Context: an optimization exercise on an open-source flow, tuned for small area. The choices shown serve that exercise and are no tape-out recipe.
Only simulation tests tie the RTL to the original design; equivalence was not proved.
Power and IR drop assume default switching activity.

$ cat design.v
package gp_regs_pkg;
  typedef logic [15:0] addr_t;
  localparam addr_t ADDR_ID         = 16'h0000;
  localparam addr_t ADDR_VERSION    = 16'h0004;
  localparam addr_t ADDR_TIC_CYCLES = 16'h0008;
  localparam addr_t ADDR_CONTROL    = 16'h000C;
  localparam addr_t ADDR_TIC_COUNT  = 16'h0010;
  localparam addr_t ADDR_STATUS     = 16'h0014;
  localparam addr_t WIN_BASE = 16'h0100;
  localparam logic [7:0] DUMP_SEQ   = 8'h00;
  localparam logic [7:0] I_E        = 8'h04;
  localparam logic [7:0] Q_E        = 8'h08;
  localparam logic [7:0] I_P        = 8'h0C;
  localparam logic [7:0] Q_P        = 8'h10;
  localparam logic [7:0] I_L        = 8'h14;
  localparam logic [7:0] Q_L        = 8'h18;
  localparam logic [7:0] DUMP_EPOCH = 8'h1C;
  localparam logic [7:0] MEAS_SEQ       = 8'h20;
  localparam logic [7:0] TIC_EPOCH      = 8'h24;
  localparam logic [7:0] TIC_CODE_PHASE = 8'h28;
  localparam logic [7:0] TIC_CODE_NCO   = 8'h2C;
  localparam logic [7:0] TIC_CARR_CYCLE = 8'h30;
  localparam logic [7:0] TIC_CARR_NCO   = 8'h34;
  localparam logic [31:0] ID_VALUE      = 32'h4750_3231;
  localparam logic [31:0] VERSION_VALUE = 32'h0001_0000;
  localparam logic [31:0] TIC_CYCLES_RESET = 32'd1_636_800;
  localparam logic        TIC_ENABLE_RESET = 1'b1;
  localparam int STAT_TIC  = 0;
  localparam int STAT_DUMP = 1;
  localparam logic [1:0] RESP_OKAY = 2'b00;
endpackage
package gp_meas_pkg;
  localparam int SEQ_W        = 32;
  localparam int EPOCH_W      = 16;
  localparam int CODE_PHASE_W = 11;
  localparam int CODE_NCO_W   = 10;
  localparam int CARR_CYCLE_W = 20;
  localparam int CARR_NCO_W   = 10;
  typedef logic [SEQ_W-1:0]   seq_t;
  typedef logic [EPOCH_W-1:0] epoch_t;
  typedef struct packed {
    epoch_t                  epoch;
    logic [CODE_PHASE_W-1:0] code_phase;    
    logic [CODE_NCO_W-1:0]   code_nco;
    logic [CARR_CYCLE_W-1:0] carr_cycle;
    logic [CARR_NCO_W-1:0]   carr_nco;
  } tic_meas_t;
  localparam int MIN_EVENT_GAP = 8;
endpackage
module gp_aoi222 (
  input  logic a0, b0, a1, b1, a2, b2,
  output logic y
);
  assign y = !((a0 && b0) || (a1 && b1) || (a2 && b2));
endmodule
module gp_rd_mux (
  input  logic [31:0] rdata_q,
  input  logic        hold,
  input  logic [17:0] d_ie,
  input  logic [17:0] d_qe,
  input  logic [17:0] d_ip,
  input  logic [17:0] d_qp,
  input  logic [17:0] d_il,
  input  logic [17:0] d_ql,
  input  logic [15:0] d_epoch,
  input  logic [15:0] m_epoch,
  input  logic [10:0] m_code_phase,
  input  logic [9:0]  m_code_nco,
  input  logic [19:0] m_carr_cycle,
  input  logic [9:0]  m_carr_nco,
  input  logic        stat_tic,
  input  logic        stat_dump,
  input  logic        en_host,
  input  logic [31:0] dump_seq,
  input  logic [31:0] meas_seq,
  input  logic [31:0] tic_cycles,
  input  logic [31:0] wdata_q,
  input  logic [3:0]  s_tcw,
  input  logic [3:0]  s_tcv,
  input  logic        s_id,
  input  logic        s_ver,
  input  logic        s_ctl,
  input  logic        s_st,
  input  logic        s_mseq,
  input  logic        s_dseq,
  input  logic        s_ie,
  input  logic        s_qe,
  input  logic        s_ip,
  input  logic        s_qp,
  input  logic        s_il,
  input  logic        s_ql,
  input  logic        s_dep,
  input  logic        s_mep,
  input  logic        s_mcp,
  input  logic        s_mcn,
  input  logic        s_mcc,
  input  logic        s_mca,
  output logic [31:0] rd_data
);
  logic sgn;
  logic [1:0] sgn_n;
  gp_aoi222 i_sgn0 (.a0(s_ie), .b0(d_ie[17]), .a1(s_qe), .b1(d_qe[17]), .a2(s_ip), .b2(d_ip[17]), .y(sgn_n[0]));
  gp_aoi222 i_sgn1 (.a0(s_qp), .b0(d_qp[17]), .a1(s_il), .b1(d_il[17]), .a2(s_ql), .b2(d_ql[17]), .y(sgn_n[1]));
  assign sgn = !(sgn_n[0] && sgn_n[1]);
  logic [6:0] t0;
  gp_aoi222 i_b0_0 (.a0(hold), .b0(rdata_q[0]), .a1(s_tcw[0]), .b1(wdata_q[0]), .a2(s_tcv[0]), .b2(tic_cycles[0]), .y(t0[0]));
  gp_aoi222 i_b0_1 (.a0(s_mseq), .b0(meas_seq[0]), .a1(s_dseq), .b1(dump_seq[0]), .a2(s_ctl), .b2(en_host), .y(t0[1]));
  gp_aoi222 i_b0_2 (.a0(s_st), .b0(stat_tic), .a1(s_ie), .b1(d_ie[0]), .a2(s_qe), .b2(d_qe[0]), .y(t0[2]));
  gp_aoi222 i_b0_3 (.a0(s_ip), .b0(d_ip[0]), .a1(s_qp), .b1(d_qp[0]), .a2(s_il), .b2(d_il[0]), .y(t0[3]));
  gp_aoi222 i_b0_4 (.a0(s_ql), .b0(d_ql[0]), .a1(s_dep), .b1(d_epoch[0]), .a2(s_mep), .b2(m_epoch[0]), .y(t0[4]));
  gp_aoi222 i_b0_5 (.a0(s_mcp), .b0(m_code_phase[0]), .a1(s_mcn), .b1(m_code_nco[0]), .a2(s_mcc), .b2(m_carr_cycle[0]), .y(t0[5]));
  assign t0[6] = !(s_mca && m_carr_nco[0]);
  assign rd_data[0] = !(&t0) || s_id;
  logic [5:0] t1;
  gp_aoi222 i_b1_0 (.a0(hold), .b0(rdata_q[1]), .a1(s_tcw[0]), .b1(wdata_q[1]), .a2(s_tcv[0]), .b2(tic_cycles[1]), .y(t1[0]));
  gp_aoi222 i_b1_1 (.a0(s_mseq), .b0(meas_seq[1]), .a1(s_dseq), .b1(dump_seq[1]), .a2(s_st), .b2(stat_dump), .y(t1[1]));
  gp_aoi222 i_b1_2 (.a0(s_ie), .b0(d_ie[1]), .a1(s_qe), .b1(d_qe[1]), .a2(s_ip), .b2(d_ip[1]), .y(t1[2]));
  gp_aoi222 i_b1_3 (.a0(s_qp), .b0(d_qp[1]), .a1(s_il), .b1(d_il[1]), .a2(s_ql), .b2(d_ql[1]), .y(t1[3]));
  gp_aoi222 i_b1_4 (.a0(s_dep), .b0(d_epoch[1]), .a1(s_mep), .b1(m_epoch[1]), .a2(s_mcp), .b2(m_code_phase[1]), .y(t1[4]));
  gp_aoi222 i_b1_5 (.a0(s_mcn), .b0(m_code_nco[1]), .a1(s_mcc), .b1(m_carr_cycle[1]), .a2(s_mca), .b2(m_carr_nco[1]), .y(t1[5]));
  assign rd_data[1] = !(&t1);
  logic [5:0] t2;
  gp_aoi222 i_b2_0 (.a0(hold), .b0(rdata_q[2]), .a1(s_tcw[0]), .b1(wdata_q[2]), .a2(s_tcv[0]), .b2(tic_cycles[2]), .y(t2[0]));
  gp_aoi222 i_b2_1 (.a0(s_mseq), .b0(meas_seq[2]), .a1(s_dseq), .b1(dump_seq[2]), .a2(s_ie), .b2(d_ie[2]), .y(t2[1]));
  gp_aoi222 i_b2_2 (.a0(s_qe), .b0(d_qe[2]), .a1(s_ip), .b1(d_ip[2]), .a2(s_qp), .b2(d_qp[2]), .y(t2[2]));
  gp_aoi222 i_b2_3 (.a0(s_il), .b0(d_il[2]), .a1(s_ql), .b1(d_ql[2]), .a2(s_dep), .b2(d_epoch[2]), .y(t2[3]));
  gp_aoi222 i_b2_4 (.a0(s_mep), .b0(m_epoch[2]), .a1(s_mcp), .b1(m_code_phase[2]), .a2(s_mcn), .b2(m_code_nco[2]), .y(t2[4]));
  assign t2[5] = !(s_mcc && m_carr_cycle[2]) && !(s_mca && m_carr_nco[2]);
  assign rd_data[2] = !(&t2);
  logic [5:0] t3;
  gp_aoi222 i_b3_0 (.a0(hold), .b0(rdata_q[3]), .a1(s_tcw[0]), .b1(wdata_q[3]), .a2(s_tcv[0]), .b2(tic_cycles[3]), .y(t3[0]));
  gp_aoi222 i_b3_1 (.a0(s_mseq), .b0(meas_seq[3]), .a1(s_dseq), .b1(dump_seq[3]), .a2(s_ie), .b2(d_ie[3]), .y(t3[1]));
  gp_aoi222 i_b3_2 (.a0(s_qe), .b0(d_qe[3]), .a1(s_ip), .b1(d_ip[3]), .a2(s_qp), .b2(d_qp[3]), .y(t3[2]));
  gp_aoi222 i_b3_3 (.a0(s_il), .b0(d_il[3]), .a1(s_ql), .b1(d_ql[3]), .a2(s_dep), .b2(d_epoch[3]), .y(t3[3]));
  gp_aoi222 i_b3_4 (.a0(s_mep), .b0(m_epoch[3]), .a1(s_mcp), .b1(m_code_phase[3]), .a2(s_mcn), .b2(m_code_nco[3]), .y(t3[4]));
  assign t3[5] = !(s_mcc && m_carr_cycle[3]) && !(s_mca && m_carr_nco[3]);
  assign rd_data[3] = !(&t3);
  logic [5:0] t4;
  gp_aoi222 i_b4_0 (.a0(hold), .b0(rdata_q[4]), .a1(s_tcw[0]), .b1(wdata_q[4]), .a2(s_tcv[0]), .b2(tic_cycles[4]), .y(t4[0]));
  gp_aoi222 i_b4_1 (.a0(s_mseq), .b0(meas_seq[4]), .a1(s_dseq), .b1(dump_seq[4]), .a2(s_ie), .b2(d_ie[4]), .y(t4[1]));
  gp_aoi222 i_b4_2 (.a0(s_qe), .b0(d_qe[4]), .a1(s_ip), .b1(d_ip[4]), .a2(s_qp), .b2(d_qp[4]), .y(t4[2]));
  gp_aoi222 i_b4_3 (.a0(s_il), .b0(d_il[4]), .a1(s_ql), .b1(d_ql[4]), .a2(s_dep), .b2(d_epoch[4]), .y(t4[3]));
  gp_aoi222 i_b4_4 (.a0(s_mep), .b0(m_epoch[4]), .a1(s_mcp), .b1(m_code_phase[4]), .a2(s_mcn), .b2(m_code_nco[4]), .y(t4[4]));
  assign t4[5] = !(s_mcc && m_carr_cycle[4]) && !(s_mca && m_carr_nco[4]);
  assign rd_data[4] = !(&t4) || s_id;
  logic [5:0] t5;
  gp_aoi222 i_b5_0 (.a0(hold), .b0(rdata_q[5]), .a1(s_tcw[0]), .b1(wdata_q[5]), .a2(s_tcv[0]), .b2(tic_cycles[5]), .y(t5[0]));
  gp_aoi222 i_b5_1 (.a0(s_mseq), .b0(meas_seq[5]), .a1(s_dseq), .b1(dump_seq[5]), .a2(s_ie), .b2(d_ie[5]), .y(t5[1]));
  gp_aoi222 i_b5_2 (.a0(s_qe), .b0(d_qe[5]), .a1(s_ip), .b1(d_ip[5]), .a2(s_qp), .b2(d_qp[5]), .y(t5[2]));
  gp_aoi222 i_b5_3 (.a0(s_il), .b0(d_il[5]), .a1(s_ql), .b1(d_ql[5]), .a2(s_dep), .b2(d_epoch[5]), .y(t5[3]));
  gp_aoi222 i_b5_4 (.a0(s_mep), .b0(m_epoch[5]), .a1(s_mcp), .b1(m_code_phase[5]), .a2(s_mcn), .b2(m_code_nco[5]), .y(t5[4]));
  assign t5[5] = !(s_mcc && m_carr_cycle[5]) && !(s_mca && m_carr_nco[5]);
  assign rd_data[5] = !(&t5) || s_id;
  logic [5:0] t6;
  gp_aoi222 i_b6_0 (.a0(hold), .b0(rdata_q[6]), .a1(s_tcw[0]), .b1(wdata_q[6]), .a2(s_tcv[0]), .b2(tic_cycles[6]), .y(t6[0]));
  gp_aoi222 i_b6_1 (.a0(s_mseq), .b0(meas_seq[6]), .a1(s_dseq), .b1(dump_seq[6]), .a2(s_ie), .b2(d_ie[6]), .y(t6[1]));
  gp_aoi222 i_b6_2 (.a0(s_qe), .b0(d_qe[6]), .a1(s_ip), .b1(d_ip[6]), .a2(s_qp), .b2(d_qp[6]), .y(t6[2]));
  gp_aoi222 i_b6_3 (.a0(s_il), .b0(d_il[6]), .a1(s_ql), .b1(d_ql[6]), .a2(s_dep), .b2(d_epoch[6]), .y(t6[3]));
  gp_aoi222 i_b6_4 (.a0(s_mep), .b0(m_epoch[6]), .a1(s_mcp), .b1(m_code_phase[6]), .a2(s_mcn), .b2(m_code_nco[6]), .y(t6[4]));
  assign t6[5] = !(s_mcc && m_carr_cycle[6]) && !(s_mca && m_carr_nco[6]);
  assign rd_data[6] = !(&t6);
  logic [5:0] t7;
  gp_aoi222 i_b7_0 (.a0(hold), .b0(rdata_q[7]), .a1(s_tcw[0]), .b1(wdata_q[7]), .a2(s_tcv[0]), .b2(tic_cycles[7]), .y(t7[0]));
  gp_aoi222 i_b7_1 (.a0(s_mseq), .b0(meas_seq[7]), .a1(s_dseq), .b1(dump_seq[7]), .a2(s_ie), .b2(d_ie[7]), .y(t7[1]));
  gp_aoi222 i_b7_2 (.a0(s_qe), .b0(d_qe[7]), .a1(s_ip), .b1(d_ip[7]), .a2(s_qp), .b2(d_qp[7]), .y(t7[2]));
  gp_aoi222 i_b7_3 (.a0(s_il), .b0(d_il[7]), .a1(s_ql), .b1(d_ql[7]), .a2(s_dep), .b2(d_epoch[7]), .y(t7[3]));
  gp_aoi222 i_b7_4 (.a0(s_mep), .b0(m_epoch[7]), .a1(s_mcp), .b1(m_code_phase[7]), .a2(s_mcn), .b2(m_code_nco[7]), .y(t7[4]));
  assign t7[5] = !(s_mcc && m_carr_cycle[7]) && !(s_mca && m_carr_nco[7]);
  assign rd_data[7] = !(&t7);
  logic [5:0] t8;
  gp_aoi222 i_b8_0 (.a0(hold), .b0(rdata_q[8]), .a1(s_tcw[1]), .b1(wdata_q[8]), .a2(s_tcv[1]), .b2(tic_cycles[8]), .y(t8[0]));
  gp_aoi222 i_b8_1 (.a0(s_mseq), .b0(meas_seq[8]), .a1(s_dseq), .b1(dump_seq[8]), .a2(s_ie), .b2(d_ie[8]), .y(t8[1]));
  gp_aoi222 i_b8_2 (.a0(s_qe), .b0(d_qe[8]), .a1(s_ip), .b1(d_ip[8]), .a2(s_qp), .b2(d_qp[8]), .y(t8[2]));
  gp_aoi222 i_b8_3 (.a0(s_il), .b0(d_il[8]), .a1(s_ql), .b1(d_ql[8]), .a2(s_dep), .b2(d_epoch[8]), .y(t8[3]));
  gp_aoi222 i_b8_4 (.a0(s_mep), .b0(m_epoch[8]), .a1(s_mcp), .b1(m_code_phase[8]), .a2(s_mcn), .b2(m_code_nco[8]), .y(t8[4]));
  assign t8[5] = !(s_mcc && m_carr_cycle[8]) && !(s_mca && m_carr_nco[8]);
  assign rd_data[8] = !(&t8);
  logic [5:0] t9;
  gp_aoi222 i_b9_0 (.a0(hold), .b0(rdata_q[9]), .a1(s_tcw[1]), .b1(wdata_q[9]), .a2(s_tcv[1]), .b2(tic_cycles[9]), .y(t9[0]));
  gp_aoi222 i_b9_1 (.a0(s_mseq), .b0(meas_seq[9]), .a1(s_dseq), .b1(dump_seq[9]), .a2(s_ie), .b2(d_ie[9]), .y(t9[1]));
  gp_aoi222 i_b9_2 (.a0(s_qe), .b0(d_qe[9]), .a1(s_ip), .b1(d_ip[9]), .a2(s_qp), .b2(d_qp[9]), .y(t9[2]));
  gp_aoi222 i_b9_3 (.a0(s_il), .b0(d_il[9]), .a1(s_ql), .b1(d_ql[9]), .a2(s_dep), .b2(d_epoch[9]), .y(t9[3]));
  gp_aoi222 i_b9_4 (.a0(s_mep), .b0(m_epoch[9]), .a1(s_mcp), .b1(m_code_phase[9]), .a2(s_mcn), .b2(m_code_nco[9]), .y(t9[4]));
  assign t9[5] = !(s_mcc && m_carr_cycle[9]) && !(s_mca && m_carr_nco[9]);
  assign rd_data[9] = !(&t9) || s_id;
  logic [4:0] t10;
  gp_aoi222 i_b10_0 (.a0(hold), .b0(rdata_q[10]), .a1(s_tcw[1]), .b1(wdata_q[10]), .a2(s_tcv[1]), .b2(tic_cycles[10]), .y(t10[0]));
  gp_aoi222 i_b10_1 (.a0(s_mseq), .b0(meas_seq[10]), .a1(s_dseq), .b1(dump_seq[10]), .a2(s_ie), .b2(d_ie[10]), .y(t10[1]));
  gp_aoi222 i_b10_2 (.a0(s_qe), .b0(d_qe[10]), .a1(s_ip), .b1(d_ip[10]), .a2(s_qp), .b2(d_qp[10]), .y(t10[2]));
  gp_aoi222 i_b10_3 (.a0(s_il), .b0(d_il[10]), .a1(s_ql), .b1(d_ql[10]), .a2(s_dep), .b2(d_epoch[10]), .y(t10[3]));
  gp_aoi222 i_b10_4 (.a0(s_mep), .b0(m_epoch[10]), .a1(s_mcp), .b1(m_code_phase[10]), .a2(s_mcc), .b2(m_carr_cycle[10]), .y(t10[4]));
  assign rd_data[10] = !(&t10);
  logic [4:0] t11;
  gp_aoi222 i_b11_0 (.a0(hold), .b0(rdata_q[11]), .a1(s_tcw[1]), .b1(wdata_q[11]), .a2(s_tcv[1]), .b2(tic_cycles[11]), .y(t11[0]));
  gp_aoi222 i_b11_1 (.a0(s_mseq), .b0(meas_seq[11]), .a1(s_dseq), .b1(dump_seq[11]), .a2(s_ie), .b2(d_ie[11]), .y(t11[1]));
  gp_aoi222 i_b11_2 (.a0(s_qe), .b0(d_qe[11]), .a1(s_ip), .b1(d_ip[11]), .a2(s_qp), .b2(d_qp[11]), .y(t11[2]));
  gp_aoi222 i_b11_3 (.a0(s_il), .b0(d_il[11]), .a1(s_ql), .b1(d_ql[11]), .a2(s_dep), .b2(d_epoch[11]), .y(t11[3]));
  assign t11[4] = !(s_mep && m_epoch[11]) && !(s_mcc && m_carr_cycle[11]);
  assign rd_data[11] = !(&t11);
  logic [4:0] t12;
  gp_aoi222 i_b12_0 (.a0(hold), .b0(rdata_q[12]), .a1(s_tcw[1]), .b1(wdata_q[12]), .a2(s_tcv[1]), .b2(tic_cycles[12]), .y(t12[0]));
  gp_aoi222 i_b12_1 (.a0(s_mseq), .b0(meas_seq[12]), .a1(s_dseq), .b1(dump_seq[12]), .a2(s_ie), .b2(d_ie[12]), .y(t12[1]));
  gp_aoi222 i_b12_2 (.a0(s_qe), .b0(d_qe[12]), .a1(s_ip), .b1(d_ip[12]), .a2(s_qp), .b2(d_qp[12]), .y(t12[2]));
  gp_aoi222 i_b12_3 (.a0(s_il), .b0(d_il[12]), .a1(s_ql), .b1(d_ql[12]), .a2(s_dep), .b2(d_epoch[12]), .y(t12[3]));
  assign t12[4] = !(s_mep && m_epoch[12]) && !(s_mcc && m_carr_cycle[12]);
  assign rd_data[12] = !(&t12) || s_id;
  logic [4:0] t13;
  gp_aoi222 i_b13_0 (.a0(hold), .b0(rdata_q[13]), .a1(s_tcw[1]), .b1(wdata_q[13]), .a2(s_tcv[1]), .b2(tic_cycles[13]), .y(t13[0]));
  gp_aoi222 i_b13_1 (.a0(s_mseq), .b0(meas_seq[13]), .a1(s_dseq), .b1(dump_seq[13]), .a2(s_ie), .b2(d_ie[13]), .y(t13[1]));
  gp_aoi222 i_b13_2 (.a0(s_qe), .b0(d_qe[13]), .a1(s_ip), .b1(d_ip[13]), .a2(s_qp), .b2(d_qp[13]), .y(t13[2]));
  gp_aoi222 i_b13_3 (.a0(s_il), .b0(d_il[13]), .a1(s_ql), .b1(d_ql[13]), .a2(s_dep), .b2(d_epoch[13]), .y(t13[3]));
  assign t13[4] = !(s_mep && m_epoch[13]) && !(s_mcc && m_carr_cycle[13]);
  assign rd_data[13] = !(&t13) || s_id;
  logic [4:0] t14;
  gp_aoi222 i_b14_0 (.a0(hold), .b0(rdata_q[14]), .a1(s_tcw[1]), .b1(wdata_q[14]), .a2(s_tcv[1]), .b2(tic_cycles[14]), .y(t14[0]));
  gp_aoi222 i_b14_1 (.a0(s_mseq), .b0(meas_seq[14]), .a1(s_dseq), .b1(dump_seq[14]), .a2(s_ie), .b2(d_ie[14]), .y(t14[1]));
  gp_aoi222 i_b14_2 (.a0(s_qe), .b0(d_qe[14]), .a1(s_ip), .b1(d_ip[14]), .a2(s_qp), .b2(d_qp[14]), .y(t14[2]));
  gp_aoi222 i_b14_3 (.a0(s_il), .b0(d_il[14]), .a1(s_ql), .b1(d_ql[14]), .a2(s_dep), .b2(d_epoch[14]), .y(t14[3]));
  assign t14[4] = !(s_mep && m_epoch[14]) && !(s_mcc && m_carr_cycle[14]);
  assign rd_data[14] = !(&t14);
  logic [4:0] t15;
  gp_aoi222 i_b15_0 (.a0(hold), .b0(rdata_q[15]), .a1(s_tcw[1]), .b1(wdata_q[15]), .a2(s_tcv[1]), .b2(tic_cycles[15]), .y(t15[0]));
  gp_aoi222 i_b15_1 (.a0(s_mseq), .b0(meas_seq[15]), .a1(s_dseq), .b1(dump_seq[15]), .a2(s_ie), .b2(d_ie[15]), .y(t15[1]));
  gp_aoi222 i_b15_2 (.a0(s_qe), .b0(d_qe[15]), .a1(s_ip), .b1(d_ip[15]), .a2(s_qp), .b2(d_qp[15]), .y(t15[2]));
  gp_aoi222 i_b15_3 (.a0(s_il), .b0(d_il[15]), .a1(s_ql), .b1(d_ql[15]), .a2(s_dep), .b2(d_epoch[15]), .y(t15[3]));
  assign t15[4] = !(s_mep && m_epoch[15]) && !(s_mcc && m_carr_cycle[15]);
  assign rd_data[15] = !(&t15);
  logic [3:0] t16;
  gp_aoi222 i_b16_0 (.a0(hold), .b0(rdata_q[16]), .a1(s_tcw[2]), .b1(wdata_q[16]), .a2(s_tcv[2]), .b2(tic_cycles[16]), .y(t16[0]));
  gp_aoi222 i_b16_1 (.a0(s_mseq), .b0(meas_seq[16]), .a1(s_dseq), .b1(dump_seq[16]), .a2(s_ie), .b2(d_ie[16]), .y(t16[1]));
  gp_aoi222 i_b16_2 (.a0(s_qe), .b0(d_qe[16]), .a1(s_ip), .b1(d_ip[16]), .a2(s_qp), .b2(d_qp[16]), .y(t16[2]));
  gp_aoi222 i_b16_3 (.a0(s_il), .b0(d_il[16]), .a1(s_ql), .b1(d_ql[16]), .a2(s_mcc), .b2(m_carr_cycle[16]), .y(t16[3]));
  assign rd_data[16] = !(&t16) || s_ver;
  logic [1:0] t17;
  gp_aoi222 i_b17_0 (.a0(hold), .b0(rdata_q[17]), .a1(s_tcw[2]), .b1(wdata_q[17]), .a2(s_tcv[2]), .b2(tic_cycles[17]), .y(t17[0]));
  gp_aoi222 i_b17_1 (.a0(s_mseq), .b0(meas_seq[17]), .a1(s_dseq), .b1(dump_seq[17]), .a2(s_mcc), .b2(m_carr_cycle[17]), .y(t17[1]));
  assign rd_data[17] = !(&t17) || sgn;
  logic [1:0] t18;
  gp_aoi222 i_b18_0 (.a0(hold), .b0(rdata_q[18]), .a1(s_tcw[2]), .b1(wdata_q[18]), .a2(s_tcv[2]), .b2(tic_cycles[18]), .y(t18[0]));
  gp_aoi222 i_b18_1 (.a0(s_mseq), .b0(meas_seq[18]), .a1(s_dseq), .b1(dump_seq[18]), .a2(s_mcc), .b2(m_carr_cycle[18]), .y(t18[1]));
  assign rd_data[18] = !(&t18) || sgn;
  logic [1:0] t19;
  gp_aoi222 i_b19_0 (.a0(hold), .b0(rdata_q[19]), .a1(s_tcw[2]), .b1(wdata_q[19]), .a2(s_tcv[2]), .b2(tic_cycles[19]), .y(t19[0]));
  gp_aoi222 i_b19_1 (.a0(s_mseq), .b0(meas_seq[19]), .a1(s_dseq), .b1(dump_seq[19]), .a2(s_mcc), .b2(m_carr_cycle[19]), .y(t19[1]));
  assign rd_data[19] = !(&t19) || sgn;
  logic [1:0] t20;
  gp_aoi222 i_b20_0 (.a0(hold), .b0(rdata_q[20]), .a1(s_tcw[2]), .b1(wdata_q[20]), .a2(s_tcv[2]), .b2(tic_cycles[20]), .y(t20[0]));
  assign t20[1] = !(s_mseq && meas_seq[20]) && !(s_dseq && dump_seq[20]);
  assign rd_data[20] = !(&t20) || s_id || sgn;
  logic [1:0] t21;
  gp_aoi222 i_b21_0 (.a0(hold), .b0(rdata_q[21]), .a1(s_tcw[2]), .b1(wdata_q[21]), .a2(s_tcv[2]), .b2(tic_cycles[21]), .y(t21[0]));
  assign t21[1] = !(s_mseq && meas_seq[21]) && !(s_dseq && dump_seq[21]);
  assign rd_data[21] = !(&t21) || sgn;
  logic [1:0] t22;
  gp_aoi222 i_b22_0 (.a0(hold), .b0(rdata_q[22]), .a1(s_tcw[2]), .b1(wdata_q[22]), .a2(s_tcv[2]), .b2(tic_cycles[22]), .y(t22[0]));
  assign t22[1] = !(s_mseq && meas_seq[22]) && !(s_dseq && dump_seq[22]);
  assign rd_data[22] = !(&t22) || s_id || sgn;
  logic [1:0] t23;
  gp_aoi222 i_b23_0 (.a0(hold), .b0(rdata_q[23]), .a1(s_tcw[2]), .b1(wdata_q[23]), .a2(s_tcv[2]), .b2(tic_cycles[23]), .y(t23[0]));
  assign t23[1] = !(s_mseq && meas_seq[23]) && !(s_dseq && dump_seq[23]);
  assign rd_data[23] = !(&t23) || sgn;
  logic [1:0] t24;
  gp_aoi222 i_b24_0 (.a0(hold), .b0(rdata_q[24]), .a1(s_tcw[3]), .b1(wdata_q[24]), .a2(s_tcv[3]), .b2(tic_cycles[24]), .y(t24[0]));
  assign t24[1] = !(s_mseq && meas_seq[24]) && !(s_dseq && dump_seq[24]);
  assign rd_data[24] = !(&t24) || s_id || sgn;
  logic [1:0] t25;
  gp_aoi222 i_b25_0 (.a0(hold), .b0(rdata_q[25]), .a1(s_tcw[3]), .b1(wdata_q[25]), .a2(s_tcv[3]), .b2(tic_cycles[25]), .y(t25[0]));
  assign t25[1] = !(s_mseq && meas_seq[25]) && !(s_dseq && dump_seq[25]);
  assign rd_data[25] = !(&t25) || s_id || sgn;
  logic [1:0] t26;
  gp_aoi222 i_b26_0 (.a0(hold), .b0(rdata_q[26]), .a1(s_tcw[3]), .b1(wdata_q[26]), .a2(s_tcv[3]), .b2(tic_cycles[26]), .y(t26[0]));
  assign t26[1] = !(s_mseq && meas_seq[26]) && !(s_dseq && dump_seq[26]);
  assign rd_data[26] = !(&t26) || s_id || sgn;
  logic [1:0] t27;
  gp_aoi222 i_b27_0 (.a0(hold), .b0(rdata_q[27]), .a1(s_tcw[3]), .b1(wdata_q[27]), .a2(s_tcv[3]), .b2(tic_cycles[27]), .y(t27[0]));
  assign t27[1] = !(s_mseq && meas_seq[27]) && !(s_dseq && dump_seq[27]);
  assign rd_data[27] = !(&t27) || sgn;
  logic [1:0] t28;
  gp_aoi222 i_b28_0 (.a0(hold), .b0(rdata_q[28]), .a1(s_tcw[3]), .b1(wdata_q[28]), .a2(s_tcv[3]), .b2(tic_cycles[28]), .y(t28[0]));
  assign t28[1] = !(s_mseq && meas_seq[28]) && !(s_dseq && dump_seq[28]);
  assign rd_data[28] = !(&t28) || sgn;
  logic [1:0] t29;
  gp_aoi222 i_b29_0 (.a0(hold), .b0(rdata_q[29]), .a1(s_tcw[3]), .b1(wdata_q[29]), .a2(s_tcv[3]), .b2(tic_cycles[29]), .y(t29[0]));
  assign t29[1] = !(s_mseq && meas_seq[29]) && !(s_dseq && dump_seq[29]);
  assign rd_data[29] = !(&t29) || sgn;
  logic [1:0] t30;
  gp_aoi222 i_b30_0 (.a0(hold), .b0(rdata_q[30]), .a1(s_tcw[3]), .b1(wdata_q[30]), .a2(s_tcv[3]), .b2(tic_cycles[30]), .y(t30[0]));
  assign t30[1] = !(s_mseq && meas_seq[30]) && !(s_dseq && dump_seq[30]);
  assign rd_data[30] = !(&t30) || s_id || sgn;
  logic [1:0] t31;
  gp_aoi222 i_b31_0 (.a0(hold), .b0(rdata_q[31]), .a1(s_tcw[3]), .b1(wdata_q[31]), .a2(s_tcv[3]), .b2(tic_cycles[31]), .y(t31[0]));
  assign t31[1] = !(s_mseq && meas_seq[31]) && !(s_dseq && dump_seq[31]);
  assign rd_data[31] = !(&t31) || sgn;
endmodule
module gp_baseband_regs #(
  parameter int ACC_W = 18
) (
  input  logic                                 axi_clk,
  input  logic                                 axi_rstn,
  input  logic [31:0]                          s_axi_awaddr,
  input  logic                                 s_axi_awvalid,
  output logic                                 s_axi_awready,
  input  logic [31:0]                          s_axi_wdata,
  input  logic [3:0]                           s_axi_wstrb,
  input  logic                                 s_axi_wvalid,
  output logic                                 s_axi_wready,
  output logic [1:0]                           s_axi_bresp,
  output logic                                 s_axi_bvalid,
  input  logic                                 s_axi_bready,
  input  logic [31:0]                          s_axi_araddr,
  input  logic                                 s_axi_arvalid,
  output logic                                 s_axi_arready,
  output logic [31:0]                          s_axi_rdata,
  output logic [1:0]                           s_axi_rresp,
  output logic                                 s_axi_rvalid,
  input  logic                                 s_axi_rready,
  input  logic                                 dump_pulse,
  input  logic signed [ACC_W-1:0]              i_early,
  input  logic signed [ACC_W-1:0]              q_early,
  input  logic signed [ACC_W-1:0]              i_prompt,
  input  logic signed [ACC_W-1:0]              q_prompt,
  input  logic signed [ACC_W-1:0]              i_late,
  input  logic signed [ACC_W-1:0]              q_late,
  input  gp_meas_pkg::epoch_t                  epoch_dump,
  input  gp_meas_pkg::epoch_t                  tic_epoch,
  input  logic [gp_meas_pkg::CODE_PHASE_W-1:0] tic_code_phase,
  input  logic [gp_meas_pkg::CODE_NCO_W-1:0]   tic_code_nco,
  input  logic [gp_meas_pkg::CARR_CYCLE_W-1:0] tic_carr_cycle,
  input  logic [gp_meas_pkg::CARR_NCO_W-1:0]   tic_carr_nco,
  output logic                                 tic_pulse
);
  logic        have_aw;
  logic        have_w;
  logic [1:0]  wsel;       
  logic [31:0] wdata_q;
  logic [3:0]  wstrb_q;
  logic        pend1;      
  logic        pend2;      
  logic        aw_hs;
  logic        w_hs;
  logic        commit;
  assign s_axi_awready = !have_aw && !s_axi_bvalid;
  assign s_axi_wready  = !have_w && !s_axi_bvalid;
  assign s_axi_bresp   = gp_regs_pkg::RESP_OKAY;
  assign aw_hs  = s_axi_awvalid && s_axi_awready;
  assign w_hs   = s_axi_wvalid && s_axi_wready;
  assign commit = have_aw && (have_w || s_axi_wvalid) && !s_axi_bvalid;
  always_ff @(posedge axi_clk) begin
    if (aw_hs) begin
      case (s_axi_awaddr[15:0])
        gp_regs_pkg::ADDR_TIC_CYCLES: wsel <= 2'd1;
        gp_regs_pkg::ADDR_CONTROL:    wsel <= 2'd2;
        gp_regs_pkg::ADDR_STATUS:     wsel <= 2'd3;
        default:                      wsel <= 2'd0;
      endcase
    end
    if (w_hs) begin
      wdata_q <= s_axi_wdata;
      wstrb_q <= s_axi_wstrb;
    end
  end
  always_ff @(posedge axi_clk) begin
    if (!axi_rstn) begin
      have_aw      <= 1'b0;
      have_w       <= 1'b0;
      s_axi_bvalid <= 1'b0;
      pend1        <= 1'b0;
      pend2        <= 1'b0;
    end else begin
      have_aw      <= !commit && (have_aw || aw_hs);
      have_w       <= !commit && (have_w || w_hs);
      s_axi_bvalid <= commit || (s_axi_bvalid && !s_axi_bready);
      pend1        <= commit;
      pend2        <= pend1;
    end
  end
  logic [31:0] tic_cycles;
  logic        tic_enable;
  logic        pend_cyc;
  logic        pend_ctl;
  logic        en_host;
  assign pend_cyc = (pend1 || pend2) && wsel == 2'd1;
  assign pend_ctl = (pend1 || pend2) && wsel == 2'd2 && wstrb_q[0];
  always_ff @(posedge axi_clk) begin
    if (!axi_rstn) begin
      tic_cycles <= gp_regs_pkg::TIC_CYCLES_RESET;
      tic_enable <= gp_regs_pkg::TIC_ENABLE_RESET;
    end else if (pend2) begin
      for (int b = 0; b < 4; b++) begin
        if (wsel == 2'd1 && wstrb_q[b]) tic_cycles[8*b +: 8] <= wdata_q[8*b +: 8];
      end
      if (wsel == 2'd2 && wstrb_q[0]) tic_enable <= wdata_q[0];
    end
  end
  assign en_host = pend_ctl ? wdata_q[0] : tic_enable;
  function automatic logic [31:0] carries(input logic [31:0] q, input logic c0);
    logic [3:0] seg;
    seg[0] = c0;
    seg[1] = c0 && (&q[7:0]);
    seg[2] = c0 && (&q[7:0]) && (&q[15:8]);
    seg[3] = c0 && (&q[7:0]) && (&q[15:8]) && (&q[23:16]);
    for (int k = 0; k < 4; k++) begin
      carries[8*k] = seg[k];
      for (int i = 1; i < 8; i++) carries[8*k+i] = carries[8*k+i-1] && q[8*k+i-1];
    end
  endfunction
  logic [31:0] cnt1;
  logic [31:0] cnt1_cy;
  logic        hit;
  logic        run;
  assign cnt1_cy = carries(cnt1, 1'b1);
  assign hit     = cnt1 == tic_cycles;
  assign run     = axi_rstn && tic_enable && !hit;
  always_ff @(posedge axi_clk) begin
    cnt1      <= {{31{run}} & (cnt1[31:1] ^ cnt1_cy[31:1]), !run || !cnt1[0]};
    tic_pulse <= axi_rstn && tic_enable && hit;
  end
  logic [ACC_W-1:0]  d_ie, d_qe, d_ip, d_qp, d_il, d_ql;
  logic [15:0]       d_epoch;
  logic [15:0]       m_epoch;
  logic [10:0]       m_code_phase;
  logic [9:0]        m_code_nco;
  logic [19:0]       m_carr_cycle;
  logic [9:0]        m_carr_nco;
  logic              dump_vld;
  logic              meas_vld;
  logic [31:0]       dump_seq;
  logic [31:0]       meas_seq;
  logic              stat_tic;
  logic              stat_dump;
  logic              clr_tic;
  logic              clr_dump;
  always_ff @(posedge axi_clk) begin
    if (dump_pulse) begin
      d_ie    <= i_early;
      d_qe    <= q_early;
      d_ip    <= i_prompt;
      d_qp    <= q_prompt;
      d_il    <= i_late;
      d_ql    <= q_late;
      d_epoch <= epoch_dump;
    end
    if (tic_pulse) begin
      m_epoch      <= tic_epoch;
      m_code_phase <= tic_code_phase;
      m_code_nco   <= tic_code_nco;
      m_carr_cycle <= tic_carr_cycle;
      m_carr_nco   <= tic_carr_nco;
    end
  end
  logic [31:0]       dump_cy;
  logic [31:0]       meas_cy;
  assign dump_cy = carries(dump_seq, dump_pulse);
  assign meas_cy = carries(meas_seq, tic_pulse);
  assign clr_tic  = pend1 && wsel == 2'd3 && wstrb_q[0] && wdata_q[gp_regs_pkg::STAT_TIC];
  assign clr_dump = pend1 && wsel == 2'd3 && wstrb_q[0] && wdata_q[gp_regs_pkg::STAT_DUMP];
  always_ff @(posedge axi_clk) begin
    if (!axi_rstn) begin
      dump_vld  <= 1'b0;
      meas_vld  <= 1'b0;
      dump_seq  <= '0;
      meas_seq  <= '0;
      stat_tic  <= 1'b0;
      stat_dump <= 1'b0;
    end else begin
      dump_vld  <= dump_vld || dump_pulse;
      meas_vld  <= meas_vld || tic_pulse;
      dump_seq  <= dump_seq ^ dump_cy;
      meas_seq  <= meas_seq ^ meas_cy;
      stat_tic  <= tic_pulse || (stat_tic && !clr_tic);
      stat_dump <= dump_pulse || (stat_dump && !clr_dump);
    end
  end
  logic [15:0] ra;
  logic        ra_ok;
  logic        rg;
  logic        rw;
  logic [31:0] rd_data;
  assign s_axi_arready = !s_axi_rvalid;
  assign s_axi_rresp   = gp_regs_pkg::RESP_OKAY;
  assign ra    = s_axi_araddr[15:0];
  assign ra_ok = ra[15:9] == 7'd0 && ra[7:6] == 2'd0 && ra[1:0] == 2'd0;
  assign rg    = ra_ok && !ra[8] && !ra[5] && !s_axi_rvalid;
  assign rw    = ra_ok && ra[8] && !s_axi_rvalid;
  logic        s_id, s_ver, s_tc, s_ctl, s_st, s_mseq, s_dseq;
  logic        s_ie, s_qe, s_ip, s_qp, s_il, s_ql, s_dep;
  logic        s_mep, s_mcp, s_mcn, s_mcc, s_mca;
  logic [3:0]  s_tcw;
  logic [3:0]  s_tcv;
  assign s_id   = rg && ra[4:2] == 3'd0;
  assign s_ver  = rg && ra[4:2] == 3'd1;
  assign s_tc   = rg && ra[4:2] == 3'd2;
  assign s_ctl  = rg && ra[4:2] == 3'd3;
  assign s_st   = rg && ra[4:2] == 3'd5;
  assign s_mseq = (rg && ra[4:2] == 3'd4) || (rw && ra[5:2] == 4'd8);
  assign s_dseq = rw && ra[5:2] == 4'd0;
  assign s_ie   = rw && dump_vld && ra[5:2] == 4'd1;
  assign s_qe   = rw && dump_vld && ra[5:2] == 4'd2;
  assign s_ip   = rw && dump_vld && ra[5:2] == 4'd3;
  assign s_qp   = rw && dump_vld && ra[5:2] == 4'd4;
  assign s_il   = rw && dump_vld && ra[5:2] == 4'd5;
  assign s_ql   = rw && dump_vld && ra[5:2] == 4'd6;
  assign s_dep  = rw && dump_vld && ra[5:2] == 4'd7;
  assign s_mep  = rw && meas_vld && ra[5:2] == 4'd9;
  assign s_mcp  = rw && meas_vld && ra[5:2] == 4'd10;
  assign s_mcn  = rw && meas_vld && ra[5:2] == 4'd11;
  assign s_mcc  = rw && meas_vld && ra[5:2] == 4'd12;
  assign s_mca  = rw && meas_vld && ra[5:2] == 4'd13;
  always_comb begin
    for (int b = 0; b < 4; b++) begin
      s_tcw[b] = s_tc && pend_cyc && wstrb_q[b];
      s_tcv[b] = s_tc && !(pend_cyc && wstrb_q[b]);
    end
  end
  gp_rd_mux i_rd_mux (
    .rdata_q      (s_axi_rdata),
    .hold         (s_axi_rvalid),
    .d_ie         (d_ie),
    .d_qe         (d_qe),
    .d_ip         (d_ip),
    .d_qp         (d_qp),
    .d_il         (d_il),
    .d_ql         (d_ql),
    .d_epoch      (d_epoch),
    .m_epoch      (m_epoch),
    .m_code_phase (m_code_phase),
    .m_code_nco   (m_code_nco),
    .m_carr_cycle (m_carr_cycle),
    .m_carr_nco   (m_carr_nco),
    .stat_tic     (stat_tic),
    .stat_dump    (stat_dump),
    .en_host      (en_host),
    .dump_seq     (dump_seq),
    .meas_seq     (meas_seq),
    .tic_cycles   (tic_cycles),
    .wdata_q      (wdata_q),
    .s_tcw        (s_tcw),
    .s_tcv        (s_tcv),
    .s_id         (s_id),
    .s_ver        (s_ver),
    .s_ctl        (s_ctl),
    .s_st         (s_st),
    .s_mseq       (s_mseq),
    .s_dseq       (s_dseq),
    .s_ie         (s_ie),
    .s_qe         (s_qe),
    .s_ip         (s_ip),
    .s_qp         (s_qp),
    .s_il         (s_il),
    .s_ql         (s_ql),
    .s_dep        (s_dep),
    .s_mep        (s_mep),
    .s_mcp        (s_mcp),
    .s_mcn        (s_mcn),
    .s_mcc        (s_mcc),
    .s_mca        (s_mca),
    .rd_data      (rd_data)
  );
  always_ff @(posedge axi_clk) begin
    s_axi_rdata <= rd_data;
  end
  always_ff @(posedge axi_clk) begin
    if (!axi_rstn) begin
      s_axi_rvalid <= 1'b0;
    end else begin
      s_axi_rvalid <= (s_axi_arvalid && !s_axi_rvalid) || (s_axi_rvalid && !s_axi_rready);
    end
  end
endmodule
$ cat config.mk
export PLATFORM = sky130hd
export DESIGN_NAME = gp_baseband_regs
export DESIGN_NICKNAME = gp_baseband_regs
export VERILOG_FILES = /design/flow/design.v
export SDC_FILE = /design/flow/constraint.sdc
export NUM_CORES = 4
export LEC_CHECK = 0
export CAP_MARGIN = 20
export CORE_MARGIN = 2
export CORE_UTILIZATION = 40
export SLEW_MARGIN = 20
export SYNTH_HIERARCHICAL = 1
$ cat constraint.sdc
create_clock -name core_clock -period 6.0 [get_ports {axi_clk}]
set_input_delay 1.2000 -clock core_clock [delete_from_list [all_inputs] [get_ports {axi_clk}]]
set_output_delay 1.2000 -clock core_clock [all_outputs]
set_load 0.01 [all_outputs]
$ cat flow/run.sh
#!/bin/bash
# Standard ORFS layout with two changes: the ports are buffered with the smallest buffer, and
# the clock tree groups about 10 flip-flops on each leaf buffer.
set -euo pipefail
bash standard.sh synth > synth.log 2>&1
bash standard.sh "BUFFER_PORTS_ARGS=-buffer_cell sky130_fd_sc_hd__buf_1" \
  "CTS_ARGS=-sink_clustering_enable -repair_clock_nets -buf_list sky130_fd_sc_hd__clkbuf_4 -root_buf sky130_fd_sc_hd__clkbuf_8 -sink_clustering_size 10 -sink_clustering_max_diameter 50" \
  finish > layout.log 2>&1
$ cat standard.sh
#!/bin/bash
# synth_recipe.tcl (not shown) runs the flow's synth.tcl, then flattens the netlist and writes it again
# the make line also repeats each setting of config.mk as NAME=value (left out here)
make -C /OpenROAD-flow-scripts/flow DESIGN_CONFIG=/design/flow/config.mk WORK_HOME=/design/flow/orfs CLKGATE_MAP_FILE= SYNTH_SCRIPT=/design/flow/synth_recipe.tcl "${@:-finish}"
==> results.py, run 1 <==
metrics = {
    "detailed_routing": {
        "drtAntennaViolNets": 0,
        "wl_per_cell_um": 21.8,
        "routed_wl_um": 44100,
        "routed_via_density": 5.43,
        "drt-initial-drc-count": 1195,
        "drt_first_pass_iters": 7,
        "vias": 11000,
        "drcViolationCount": 0,
    },
    "synth": {
        "synth-compound-area-share": 0.104,
        "yosys.area_share.simple": 0.124,
        "synth_top_family_by_area": "simple AND/OR/NAND/NOR gates",
        "synthesis.area_um2": 15500,
        "yosysSeqAreaShare": 0.665,
        "synthArstFlopShare": 0,
        "yosysWarnings": 7,
        "syn_inst": 1125,
        "synth_enable_flop_cells": 229,
        "yosys_most_used_dff": "edfxtp_1",
        "synthAdderAreaFrac": 0.0669,
        "synthMuxAreaShare": 0.00137,
        "avgSynthCellArea_um2": 13.8,
        "synthXorXnorAreaFrac": 0.0254,
        "ys_ff_latch": 401,
        "synth.distinct_cells": 53,
    },
    "grt": {
        "grt.overflow.total": 0,
        "antenna_found_initial": 9,
        "grt_first_pass_wirelength_um": 65000,
        "track_usage": 0.216,
        "grt_pass1_vias": 10800,
        "grt_max_degree": 79,
    },
    "setup_path": {
        "crit_path_max_fanout": 35,
        "startpoint_type": "flop",
        "path_class": "reg -> reg",
        "critPathRequiredTime_ns": 6.57,
        "reg2regPathDepth": 8,
        "critPathCaptureType": "flop",
        "arrival_ns": 3.92,
    },
    "clocking": {
        "cts_buffers": 49,
        "clock_latency_ns": 0.66,
        "htreeDepth": 2,
        "path_clk_slew_ns": 0.11,
        "holdBufCountCts": 0,
        "cts_setup_buffers": 0,
        "ctsResizeCount": 0,
        "cts_num_sinks": 401,
        "cts_tree": "built",
        "clockBufferDepth": 3,
        "clockRootBuffer": "clkbuf_8",
    },
    "final_layout": {
        "fillers": 3557,
        "nNetsFinal": 1845,
        "mostFrequentLayoutCells": "buf_1, edfxtp_1, dfxtp_1, nand2_1, a222oi_1",
        "syn_to_final_growth_pct": 16.6,
        "layout.cells.most_common": "buf_1",
        "layout-drive-gt1-share": 0.0907,
    },
    "power": {
        "total_power_uw": 4910,
        "power_density_nw_per_um2": 271,
        "ir_drop_mv": 0.180,
        "leakage_uw": 0.00669,
    },
    "sta": {
        "fin_setup_tns_ns": 0,
        "slew_headroom": 0.217,
        "fin_crit_sh": 0.559,
        "worst_pin_slew_ns": 1.16,
        "hold_viol_final": 0,
        "fin_crit_ns": 3.36,
        "clock.fmax_ghz": 0.298,
        "timing.final.ws_setup_ns": 2.64,
        "rsz0062_at_grt": "false",
        "slew_viol_final": 0,
        "finalClockSkew_ns": 0.0708,
        "finalSetupViolCount": 0,
    },
    "floorplanning": {
        "initial_core_util": 0.404,
        "fp.dieArea_um2": 40400,
        "dieHeight_um": 201,
        "rows": 72,
        "die_w_um": 201,
        "coreArea_um2": 38500,
        "io_pins": 341,
    },
    "run_status": {
        "status": "complete, no violations",
    },
    "placed_design": {
        "gp_congestion": 0.835,
        "place_hpwl_um": 32500,
        "port_buffers": 304,
        "dp_slack_ns": 2.00,
    },
    "hold_path": {
        "min_path_type": "reg -> reg",
        "whs_path_depth": 1,
    },
    "job": {
        "max_cap_viol_count": 0,
    },
}
## stage by stage
stage | hold WS [ns] | area [um2] | std cells | util
after global placement | 0.437 | 17400 | 1930 | 0.451
after detailed placement | 0.445 | 17400 | 1930 | 0.451
after floorplan | 0.428 | 15500 | 1128 | -
after global routing | 0.482 | 18100 | 2020 | 0.470
final | 0.472 | 18100 | 2023 | 0.471
after CTS | 0.472 | 18100 | 2018 | 0.470
## synthesized netlist by cell type, drive strengths merged, types with 5 or more instances
master,number,area [um2]
nor4,12,133
a22o,5,47.6
inv,5,18.8
a21boi,22,165
nand2,128,480
a22oi,11,82.6
and4,5,43.8
clkbuf,19,71.3
xor2,9,78.8
and2,75,469
or3,8,51.3
a21oi,36,180
nor2b,6,37.5
nor2,16,60.1
buf,19,110
dfxtp,172,3440
nor3,14,70.1
and3,8,50.1
xnor2,36,315
nand4,35,219
ha,83,1040
a222oi,101,1010
nand3,34,175
nand4b,5,43.8
edfxtp,229,6880
## final cells by class
cell class	instances	area, um2	area share
Tap cell	518	648	0.0358
Sequential cell	401	10300	0.570
Inverter	5	18.8	0.00104
Antenna cell	5	12.5	0.000691
Clock inverter	11	119	0.00657
Timing Repair Buffer	322	1280	0.0708
Clock buffer	77	609	0.0337
Multi-Input combinational cell	684	5090	0.281
## Yosys stat by module, one instance, submodules excluded
module	flops+latches	cells	cell area [um2]	times used
gp_baseband_regs	401	931	13900	1
gp_rd_mux	0	93	579	1
gp_aoi222	0	1	10.0	101
## path summary, 6_finish.rpt
check,end,slack [ns],start
worst max-delay path,s_axi_rdata[31],2.64,s_axi_rvalid
worst min-delay path,dump_vld,0.47,dump_vld
worst min register to register,dump_vld,0.47,dump_vld
worst max register to register,s_axi_rdata[31],2.64,s_axi_rvalid
## report_power, final
group | switching, uW | total, uW | internal [uW] | leakage, uW
Clock | 959 | 1680 | 723 | 0.000425
Sequential | 49.3 | 3060 | 3010 | 0.00357
Combinational | 105 | 166 | 61.5 | 0.00270
## metal layers
| layer | wire length, um | up-vias | global-route usage |
|---|---|---|---|
| met2 | 20400 | 502 | 0.341 |
| met4 | 1880 | 10 | 0.101 |
| met3 | 4290 | 105 | 0.0607 |
| met5 | 68 | - | 0 |
| li1 | - | 5112 | - |
| met1 | 17500 | 5263 | 0.274 |
## flip-flops by register name, indices dropped and copies added, names as in the netlist, 20 cells and up
name and flops:
cnt1 32, dump_seq 32, meas_seq 32, s_axi_rdata 32
tic_cycles 32, wdata_q 32, m_carr_cycle 20
## worst max-delay path, cell delays in order (launching register included)
cell	delay (ns)
dfxtp_1	0.31
buf_4	0.26
nor4_4	0.37
nand4_1	0.29
or2_1	0.45
nor3_2	0.72
a222oi_1	0.30
and2_1	0.40
nand4_1	0.15
## cell families after synthesis
group,Yosys count
DFF,401
AOI/OAI and AO/OA,191
buffers and inverters,43
other,1
xor gates and xnor gates,45
and+or+nand+nor,359
adders and majority gates,83
muxes,2
==> run 2, diff against run 1 <==
==> flow/run.sh (replaced) <==
#!/bin/bash
# Standard ORFS layout with two changes: the ports are buffered with the smallest buffer, and
# the clock tree groups about 10 flip-flops on each leaf buffer and adds no dummy loads.
set -euo pipefail
bash standard.sh synth > synth.log 2>&1
bash standard.sh "BUFFER_PORTS_ARGS=-buffer_cell sky130_fd_sc_hd__buf_1" \
  "CTS_ARGS=-sink_clustering_enable -repair_clock_nets -dont_use_dummy_load -buf_list sky130_fd_sc_hd__clkbuf_4 -root_buf sky130_fd_sc_hd__clkbuf_8 -sink_clustering_size 10 -sink_clustering_max_diameter 50" \
  finish > layout.log 2>&1
--- a/config.mk
+++ b/config.mk
@@ -8,5 +8,5 @@
 export CAP_MARGIN = 20
 export CORE_MARGIN = 2
-export CORE_UTILIZATION = 40
+export CORE_UTILIZATION = 60
 export SLEW_MARGIN = 20
 export SYNTH_HIERARCHICAL = 1
==> run 2 against run 1 <==
Effect of this change: non-clock buffer count is 4 higher; synthesized area unchanged; via count down 1.6%; worst hold slack got worse by 0.0089 ns; maximum frequency down 5.8%; still clean; highest routed layer unchanged; critical path depth rose by 1.
==> results.py, run 2 <==
metrics = {
    "clocking": {
        "clock_latency_ns": 0.57,
        "clockRootBuffer": "clkbuf_8",
        "cts_tree": "built",
        "cts_setup_buffers": 0,
        "holdBufCountCts": 0,
        "clockBufferDepth": 3,
        "cts_num_sinks": 401,
        "ctsResizeCount": 0,
        "path_clk_slew_ns": 0.10,
        "cts_buffers": 46,
        "htreeDepth": 2,
    },
    "grt": {
        "grt_pass1_vias": 10700,
        "antenna_found_initial": 9,
        "grt.overflow.total": 0,
        "track_usage": 0.302,
        "grt_first_pass_wirelength_um": 60100,
        "grt_max_degree": 109,
    },
    "synth": {
        "yosys_most_used_dff": "edfxtp_1",
        "synth_top_cells_by_count": "edfxtp_1, dfxtp_1, nand2_1, a222oi_1, ha_1",
        "synth_enable_flop_cells": 229,
        "synth.largest_area_cell": "edfxtp_1",
        "synth.distinct_cells": 53,
        "avgSynthCellArea_um2": 13.8,
        "yosysSeqAreaShare": 0.665,
        "synth.area.top_cells": "edfxtp_1, dfxtp_1, ha_1",
        "yosysTopAreaCellShare": 0.443,
        "synthArstFlopShare": 0,
        "synthesis.area_um2": 15500,
        "ys_ff_latch": 401,
        "syn_inst": 1125,
        "synth.most_common_cell": "edfxtp_1",
        "yosysWarnings": 7,
    },
    "floorplanning": {
        "die_w_um": 165,
        "fp.dieArea_um2": 27200,
        "initial_core_util": 0.613,
        "rows": 58,
        "dieHeight_um": 165,
        "io_pins": 341,
        "coreArea_um2": 25300,
    },
    "final_layout": {
        "nNetsFinal": 1846,
        "final_cell_count_no_fill": 1801,
        "syn_to_final_growth_pct": 13.1,
        "layout.cells.most_common": "buf_1",
        "mostFrequentLayoutCells": "buf_1, edfxtp_1, dfxtp_1, nand2_1, a222oi_1",
        "layout-drive-gt1-share": 0.0684,
        "fillers": 1881,
    },
    "sta": {
        "fin_crit_sh": 0.594,
        "slew_headroom": 0.233,
        "slew_viol_final": 0,
        "finalClockSkew_ns": 0.0424,
        "fin_crit_ns": 3.56,
        "worst_pin_slew_ns": 1.15,
        "fin_setup_tns_ns": 0,
        "finalSetupViolCount": 0,
        "rsz0062_at_grt": "false",
        "timing.final.ws_setup_ns": 2.44,
        "clock.fmax_ghz": 0.281,
        "hold_viol_final": 0,
    },
    "detailed_routing": {
        "vias": 10800,
        "routed_via_density": 6.00,
        "drt_first_pass_iters": 7,
        "routed_wl_um": 40700,
        "drt-initial-drc-count": 1284,
        "drcViolationCount": 0,
        "wl_per_cell_um": 22.6,
        "drtAntennaViolNets": 0,
    },
    "power": {
        "leakage_uw": 0.00651,
        "total_power_uw": 4410,
        "power_density_nw_per_um2": 251,
        "ir_drop_mv": 0.267,
    },
    "setup_path": {
        "critPathCaptureType": "flop",
        "startpoint_type": "input pin",
        "crit_path_max_fanout": 13,
        "critPathRequiredTime_ns": 6.48,
        "r2r_slack_ns": 2.52,
        "path_class": "in -> reg",
        "arrival_ns": 4.05,
    },
    "placed_design": {
        "dp_slack_ns": 1.99,
        "gp_congestion": 0.850,
        "place_inst": 1745,
        "port_buffers": 304,
        "place_hpwl_um": 30200,
    },
    "run_status": {
        "status": "complete, no violations",
    },
    "hold_path": {
        "min_path_type": "reg -> reg",
    },
    "job": {
        "max_cap_viol_count": 0,
    },
}
## run 2: cell count changes in the layout (fill, tap and decap cells not counted), moves of 2 or more
cell,delta
clkbuf_4,-31
diode_2,+4
inv_6,-4
buf_4,+2
bufinv_16,-2
clkinv_1,-2
## run 2: per-layer routing
metal,share of wire,GRT usage,up-vias,wire length [um]
met1,0.38,0.363,5110,15300
met4,0.039,0.128,2,1580
met2,0.50,0.531,523,20400
met3,0.082,0.0580,91,3330
met5,0.00032,0,-,13
li1,-,-,5086,-
## run 2: cells by family after synthesis
| group | after synthesis | synth area share |
|---|---|---|
| AOI/OAI and AO/OA | 191 | 0.104 |
| xor gates and xnor gates | 45 | 0.0254 |
| adders and majority gates | 83 | 0.0669 |
| buffers and inverters | 43 | 0.0129 |
| DFF | 401 | 0.665 |
| muxes | 2 | 0.00137 |
| other | 1 | 0.000242 |
| and+or+nand+nor | 359 | 0.124 |
## run 2: path summary, 6_finish.rpt
kind	startpoint	to	cells past startpoint
max	s_axi_araddr[15]	s_axi_rdata[24]	9
min	dump_vld	dump_vld	1
max reg2reg	s_axi_rvalid	s_axi_rdata[24]	9
min reg2reg	dump_vld	dump_vld	1
## run 2: worst max-delay path, stage by stage
cell	delay (ns)
buf_1	0.10
nor4_4	0.38
nand4_1	0.20
or2_1	0.39
nor4_2	0.71
buf_4	0.39
a222oi_1	0.17
and3b_1	0.35
nand3_1	0.14
## run 2: final cells by class
class | instances | area [um2] | share of cell area
Sequential cell | 401 | 10300 | 0.588
Multi-Input combinational cell | 684 | 5080 | 0.289
Timing Repair Buffer | 326 | 1320 | 0.0753
Tap cell | 330 | 413 | 0.0235
Clock buffer | 46 | 377 | 0.0214
Antenna cell | 9 | 22.5 | 0.00128
Inverter | 5 | 18.8 | 0.00107
## run 2: modules after synthesis, one instance, submodules excluded
module / cells / flip-flops and latches
gp_baseband_regs: 931 / 401
gp_rd_mux: 93 / 0
gp_aoi222: 1 / 0
## run 2: report_power, final
group          internal [uW]  switching, uW
registers               3010           42.4
clock network            395            799
logic                   61.6            100
## run 2: stage by stage
stage          utilization  cell area (um2)  hold slack, ns
2_1_floorplan            -            15500           0.428
3_3_place_gp         0.677            17100           0.436
3_5_place_dp         0.677            17200           0.441
4_1_cts              0.692            17500           0.464
5_1_grt              0.693            17600           0.499
6_report             0.693            17600           0.463
==> run 3, diff against run 2 <==
==> flow/run.sh (replaced) <==
#!/bin/bash
# Standard ORFS layout with two changes: the ports are buffered with the smallest buffer, and
# the clock tree groups about 8 flip-flops on each leaf buffer.
set -euo pipefail
bash standard.sh synth > synth.log 2>&1
bash standard.sh "BUFFER_PORTS_ARGS=-buffer_cell sky130_fd_sc_hd__buf_1" \
  "CTS_ARGS=-sink_clustering_enable -repair_clock_nets -buf_list sky130_fd_sc_hd__clkbuf_4 -root_buf sky130_fd_sc_hd__clkbuf_8 -sink_clustering_size 8 -sink_clustering_max_diameter 50" \
  finish > layout.log 2>&1
--- a/config.mk
+++ b/config.mk
@@ -8,5 +8,5 @@
 export CAP_MARGIN = 20
 export CORE_MARGIN = 2
-export CORE_UTILIZATION = 60
+export CORE_UTILIZATION = 40
 export SLEW_MARGIN = 20
 export SYNTH_HIERARCHICAL = 1
==> run 3 against run 2 <==
Effect of this change: worst hold slack better by 0.0022 ns; synthesized area unchanged; still clean; final area up 3.7%.
==> results.py, run 3 <==
metrics = {
    "setup_path": {
        "crit_path_max_fanout": 9,
        "max_stage_delay_ns": 0.73,
        "r2r_end": "s_axi_rdata[28]",
        "crit_family": "simple AND/OR/NAND/NOR gates",
        "reg2regPathDepth": 8,
        "crit-reg2reg-launch": "s_axi_rvalid",
        "critPathRequiredTime_ns": 6.56,
        "slowest_stage": "nor3_2",
        "r2r_slack_ns": 2.65,
        "worstPathCellList": "buf_1 > nor4_4 > nand4_1 > or2_1 > nor3_2 > a222oi_1 > and2_1 > nand4_1",
        "startpoint_type": "input pin",
        "path_class": "in -> reg",
        "arrival_ns": 3.91,
        "cp_num_buf_inv": 1,
        "critical_path.most_common_cell": "nand4_1",
        "critPathCaptureType": "flop",
    },
    "detailed_routing": {
        "drcViolationCount": 0,
        "drt_first_pass_iters": 9,
        "routed_via_density": 5.44,
        "drtAntennaViolNets": 0,
        "drt-initial-drc-count": 1120,
        "vias": 11100,
        "routed_wl_um": 44300,
        "wl_per_cell_um": 21.7,
    },
    "grt": {
        "grt_first_pass_wirelength_um": 65100,
        "grt_pass1_vias": 10900,
        "track_usage": 0.216,
        "grt.overflow.total": 0,
        "grt_max_degree": 79,
        "antenna_found_initial": 8,
    },
    "clocking": {
        "cts_tree": "built",
        "ctsResizeCount": 0,
        "holdBufCountCts": 0,
        "clock_latency_ns": 0.66,
        "clockBufferDepth": 3,
        "clockRootBuffer": "clkbuf_8",
        "cts_num_sinks": 401,
        "cts_buffers": 60,
        "htreeDepth": 2,
        "path_clk_slew_ns": 0.10,
        "cts_setup_buffers": 0,
    },
    "floorplanning": {
        "fp.dieArea_um2": 40400,
        "io_pins": 341,
        "coreArea_um2": 38500,
        "rows": 72,
        "dieHeight_um": 201,
        "initial_core_util": 0.404,
        "die_w_um": 201,
    },
    "hold_path": {
        "whs_path_depth": 1,
        "hold_path_end": "dump_vld",
        "min_from": "dump_vld",
        "min_path_type": "reg -> reg",
    },
    "synth": {
        "synth.most_common_cell": "edfxtp_1",
        "synth.largest_area_cell": "edfxtp_1",
        "synth_enable_flop_cells": 229,
        "synth_top_cells_by_count": "edfxtp_1, dfxtp_1, nand2_1, a222oi_1, ha_1",
        "yosysWarnings": 7,
        "synth.area.top_cells": "edfxtp_1, dfxtp_1, ha_1",
        "syn_inst": 1125,
        "ys_ff_latch": 401,
        "yosysTopAreaCellShare": 0.443,
        "synth.distinct_cells": 53,
        "avgSynthCellArea_um2": 13.8,
        "synthArstFlopShare": 0,
        "yosys_most_used_dff": "edfxtp_1",
        "synthesis.area_um2": 15500,
        "yosysSeqAreaShare": 0.665,
    },
    "power": {
        "power_density_nw_per_um2": 275,
        "ir_drop_mv": 0.215,
        "leakage_uw": 0.00676,
    },
    "sta": {
        "fin_crit_sh": 0.558,
        "slew_headroom": 0.252,
        "hold_viol_final": 0,
        "hold-worst-slack_ns": 0.465,
        "fin_crit_ns": 3.35,
        "fin_setup_tns_ns": 0,
        "finalSetupViolCount": 0,
        "worst_pin_slew_ns": 1.11,
        "rsz0062_at_grt": "false",
        "slew_viol_final": 0,
        "finalClockSkew_ns": 0.0549,
        "clock.fmax_ghz": 0.298,
    },
    "final_layout": {
        "fillers": 3552,
        "syn_to_final_growth_pct": 17.3,
        "mostFrequentLayoutCells": "buf_1, edfxtp_1, dfxtp_1, nand2_1, a222oi_1",
        "layout-drive-gt1-share": 0.103,
        "nNetsFinal": 1856,
        "layout.cells.most_common": "buf_1",
        "stdcell_area_um2": 18200,
    },
    "placed_design": {
        "gp_congestion": 0.835,
        "port_buffers": 304,
        "postPlaceCellArea_um2": 17400,
        "place_hpwl_um": 32500,
    },
    "job": {
        "max_cap_viol_count": 0,
    },
    "run_status": {
        "status": "complete, no violations",
    },
}
## run 3: cell counts after synthesis
Identical to the previous run, type by type.
## run 3: power breakdown
part | internal, uW | leakage, uW | switching [uW]
clock | 786 | 0.000496 | 998
sequential | 3010 | 0.00357 | 49.5
combinational | 61.5 | 0.00270 | 104
## run 3: layout make-up
class,instances,area (um2),share of cell area
diodes,3,7.51,0.000412
clock buffers,97,759,0.0417
clock inverters,12,82.6,0.00453
inverters,5,18.8,0.00103
multi-input cells,684,5090,0.279
flip-flops and latches,401,10300,0.567
well taps,518,648,0.0356
repair buffers,322,1280,0.0704
## run 3: how the worst max path moves through the flow
stage | from | endpoint | slack [ns] | depth (start not counted)
global route | s_axi_rvalid | s_axi_rdata[28] | 2.52 | 8
finish | s_axi_araddr[15] | s_axi_rdata[28] | 2.65 | 8
CTS | tic_pulse | tic_pulse | 2.58 | 2
global placement | s_axi_araddr[15] | s_axi_rdata[5] | 1.99 | 9
floorplan | s_axi_araddr[15] | s_axi_rdata[17] | 1.80 | 9
detailed placement | s_axi_araddr[10] | s_axi_rdata[5] | 2.00 | 9
## run 3: metrics by stage
stage / setup WS, ns / power (uW) / utilization / instances
6_report: 2.65 / 5010 / 0.473 / 2042
5_1_grt: 2.52 / 5200 / 0.473 / 2040
4_1_cts: 2.58 / 5060 / 0.473 / 2039
3_5_place_dp: 2.00 / 3290 / 0.451 / 1930
3_3_place_gp: 1.99 / 3280 / 0.451 / 1930
2_1_floorplan: 1.80 / 3150 / - / 1128
## run 3: kinds of logic (layout without fill, tap and decap cells)
logic type,after synthesis,count (layout),share of synthesized area
AOI/OAI and AO/OA,191,191,0.104
xor gates and xnor gates,45,45,0.0254
adders and majority gates,83,83,0.0669
buffers and inverters,43,436,0.0129
DFF,401,401,0.665
muxes,2,2,0.00137
other,1,7,0.000242
and+or+nand+nor,359,359,0.124
## run 3: Yosys stat by module, one instance, submodules excluded
| module | cells inside | flip-flops and latches | times used |
|---|---|---|---|
| gp_aoi222 | 1 | 0 | 101 |
| gp_baseband_regs | 931 | 401 | 1 |
| gp_rd_mux | 93 | 0 | 1 |
## run 3: routing by layer
layer	part of all wire	up-vias	routed length, um	track usage
met4	0.038	10	1700	0.0950
met2	0.47	525	20700	0.345
li1	-	5140	-	-
met1	0.40	5343	17600	0.275
met5	0.0016	-	70	0
met3	0.094	96	4170	0.0591

what the ideal ports hide:
In the flow no input, the clock included, has a driving cell. The finished layouts below were timed again as built, in two steps. Step 1 (the two cells are an assumption about what drives the block):
set clk [get_ports {axi_clk}]
set_driving_cell -lib_cell sky130_fd_sc_hd__clkbuf_16 $clk
set_driving_cell -lib_cell sky130_fd_sc_hd__buf_2 [delete_from_list [all_inputs] $clk]
Step 2 moves the port delays by t, midway between the first and last clock arrival at a register: inputs arrive t later, outputs are due t later. That takes back most of the time a late clock gives input paths. a / b / c = no drivers / after step 1 / after step 2; a / b = the first two.
run | t (ns) | setup WS [ns] | worst setup path at the end | clock arrival spread, ns
run 1 | 0.676 | 2.643 / 2.643 / 2.004 | input to register | 0.071 / 0.071
run 2 | 0.595 | 2.437 / 2.464 / 1.869 | input to register | 0.047 / 0.046
run 3 | 0.683 | 2.649 / 2.627 / 1.985 | input to register | 0.062 / 0.062
After both steps every run listed still meets setup and hold. The setup slack of run 3, which loses most, moves by -0.022 ns with the drivers and by -0.664 ns with both steps.
